What follows belongs to an exercise in optimizing a design on an open flow for small area, a short achievable clock period and few clock cycles; a production flow would make more cautious choices. The RTL was checked by simulation tests, not by an equivalence proof against the original design. No activity file was given, so power comes from the tool's default toggle rates.

==> flow/design.v (excerpt) <==
module dcache_top (
    input  logic        clk,
    input  logic        rst,             
    input  logic        dreq_valid,
    input  logic [31:0] dreq_addr,
    input  logic [3:0]  dreq_strobe,     
    input  logic [31:0] dreq_data,
    output logic        dresp_data_ok,   
    output logic [31:0] dresp_data,
    output logic        creq_valid,
    output logic        creq_is_write,
    output logic [31:0] creq_addr,       
    output logic [3:0]  creq_strobe,
    output logic [31:0] creq_data,       
    output logic        creq_burst,      
    input  logic        cresp_ready,
    input  logic        cresp_last,
    input  logic [31:0] cresp_data
);
    localparam int W  = 4;
    localparam int TB = 26;
    logic [31:0]     phys_addr;
    logic [TB-1:0]   tag;
    logic [1:0]      index;
    logic [1:0]      word_sel;
    logic            uncached;
    logic [W-1:0]    hits;
    logic [W-1:0]    valids;
    logic [W-1:0]    dirtys;
    logic [W*TB-1:0] tags;
    logic [31:0]     words [W];
    logic [31:0]     lookup_word;
    logic [1:0]      rd_word;
    logic [W-1:0]    wb_way;
    logic            lookup_hit;
    logic [1:0]      lookup_hit_way;
    logic [1:0]      lookup_victim_way;
    logic            lookup_victim_dirty;
    logic [TB-1:0]   lookup_victim_tag;
    logic [1:0]      wr_word;
    logic [4*W-1:0]  wr_be;
    logic [31:0]     wr_data;
    logic [W-1:0]    meta_we;
    logic            meta_fill;
    logic            meta_store;
    logic            touch;
    logic [1:0]      touch_way;
    addr_decode u_decode (
        .addr      (dreq_addr),
        .tag       (tag),
        .index     (index),
  ...
Size: roughly 5700 cells after synthesis, about 0.099 sq mm of cells after synthesis.
export LEC_CHECK = 0
export CAP_MARGIN = 20
export CORE_MARGIN = 2
export CORE_UTILIZATION = 65
export CTS_CLUSTER_DIAMETER = 70
export CTS_CLUSTER_SIZE = 24
export PLACE_DENSITY = 0.75
export SETUP_SLACK_MARGIN = 3.6
export SLEW_MARGIN = 20
create_clock -name core_clock -period 7.0 [get_ports {clk}]
run.sh (not shown) runs the stock make flow with config.mk's settings and CLKGATE_MAP_FILE= SYNTH_SCRIPT=/design/flow/synth_recipe.tcl, a recipe that flattens the netlist after the stock synthesis.
The starting point completed with no timing, DRC or antenna violations.
Testbench counts at the start, summed over its fixed seeds: cycles 95,055.
==> next run, changes <==
==> flow/flow/run.sh (new file) <==
#!/bin/bash
# The standard layout (the standard.sh, standard synthesis included), with two
# changes to how it is made: the port buffers are buf_4 cells rather than the
# delay-type buffer buffer_ports picks by itself, and timing repair may resize a
# cell to one of another footprint. Make's full output goes to standard.log.
set -euo pipefail
bash standard.sh \
    "BUFFER_PORTS_ARGS=-buffer_cell sky130_fd_sc_hd__buf_4" \
    MATCH_CELL_FOOTPRINT=0 \
    finish > standard.log 2>&1
==> flow/standard.sh (new file) <==
#!/bin/bash
# synth_recipe.tcl (not shown) runs the flow's synth.tcl, then flattens the netlist and writes it again
# the make line also repeats each setting of config.mk as NAME=value (left out here)
make -C /OpenROAD-flow-scripts/flow DESIGN_CONFIG=/design/flow/config.mk WORK_HOME=/design/flow/orfs CLKGATE_MAP_FILE= SYNTH_SCRIPT=/design/flow/synth_recipe.tcl "${@:-finish}"
- CTS_CLUSTER_DIAMETER: 70 -> 80
- CTS_CLUSTER_SIZE: 24 -> 30
removed: flow/run.sh
Routed wire length decreases by about 1.8%.
Cell area falls by about 1.6%.
Synthesized cell count is unchanged.
Die area does not change.
Clock power shrinks by about 9%.
Worst setup slack improves by 0.12 ns.
Final cell count goes down by 1.1%.
Register-to-register slack improved by 0.06 ns.
Critical path depth went down by 3.
Synthesized area stays the same.
==> next run, changes <==
- CTS_CLUSTER_DIAMETER: 80 -> 70
- CTS_CLUSTER_SIZE: 30 -> 24
Design area stays flat.
Core utilization goes up by 0.11 points.
Global-route usage goes up by 0.13 points.
Synthesized cell count does not change.
Clock power goes up by 9.5%.
Wire length goes down by 0.44%.
Total power goes up by 2.5%.
Fmax stays flat.
==> next run, changes <==
- CORE_UTILIZATION: 65 -> 58
- PLACE_DENSITY: 0.75 -> 0.68
The new run went through all stages and came out clean.
Maximum frequency fell by about 2.6%.
Die area is higher by about 12%.
Combinational power climbs by about 2%.
Clock skew came out higher by 0.0054 ns.
Hold slack hardly moves.
Count of clock-buffer cells in the layout is higher by 8.

## port drivers added, routing unchanged
How much do the figures lean on ideal ports? The routed layouts below were timed once more, with nothing changed but the port constraints.
Step 1 (the two cells are an assumption about what drives the block):
set clk [get_ports {clk}]
set_driving_cell -lib_cell sky130_fd_sc_hd__clkbuf_16 $clk
set_driving_cell -lib_cell sky130_fd_sc_hd__buf_2 [delete_from_list [all_inputs] $clk]
Step 2, shift: input delay + t, output delay - t, t = (earliest + latest rising clock arrival at the registers) / 2. This alone moves slack from input paths to output paths.
a / b / c = ideal / step 1 / step 2; a / b = the first two.
run | shift t [ns] | slack for setup (ns) | slew at the worst register clock pin (ns) | pins driven straight from the clock port
the first run | 0.880 | 3.379 / 3.152 / 2.272 | 0.10 / 0.10 | 1
the second run | 0.875 | 3.494 / 3.225 / 2.350 | 0.12 / 0.12 | 1
the third run | 0.873 | 3.484 / 3.269 / 2.396 | 0.10 / 0.10 | 1
the fourth run | 0.906 | 3.389 / 3.166 / 2.260 | 0.10 / 0.10 | 1
After both steps setup and hold are still met in every run listed. The setup slack of the second run, which loses most, moves by -0.269 ns with the drivers and by -1.144 ns with both steps.
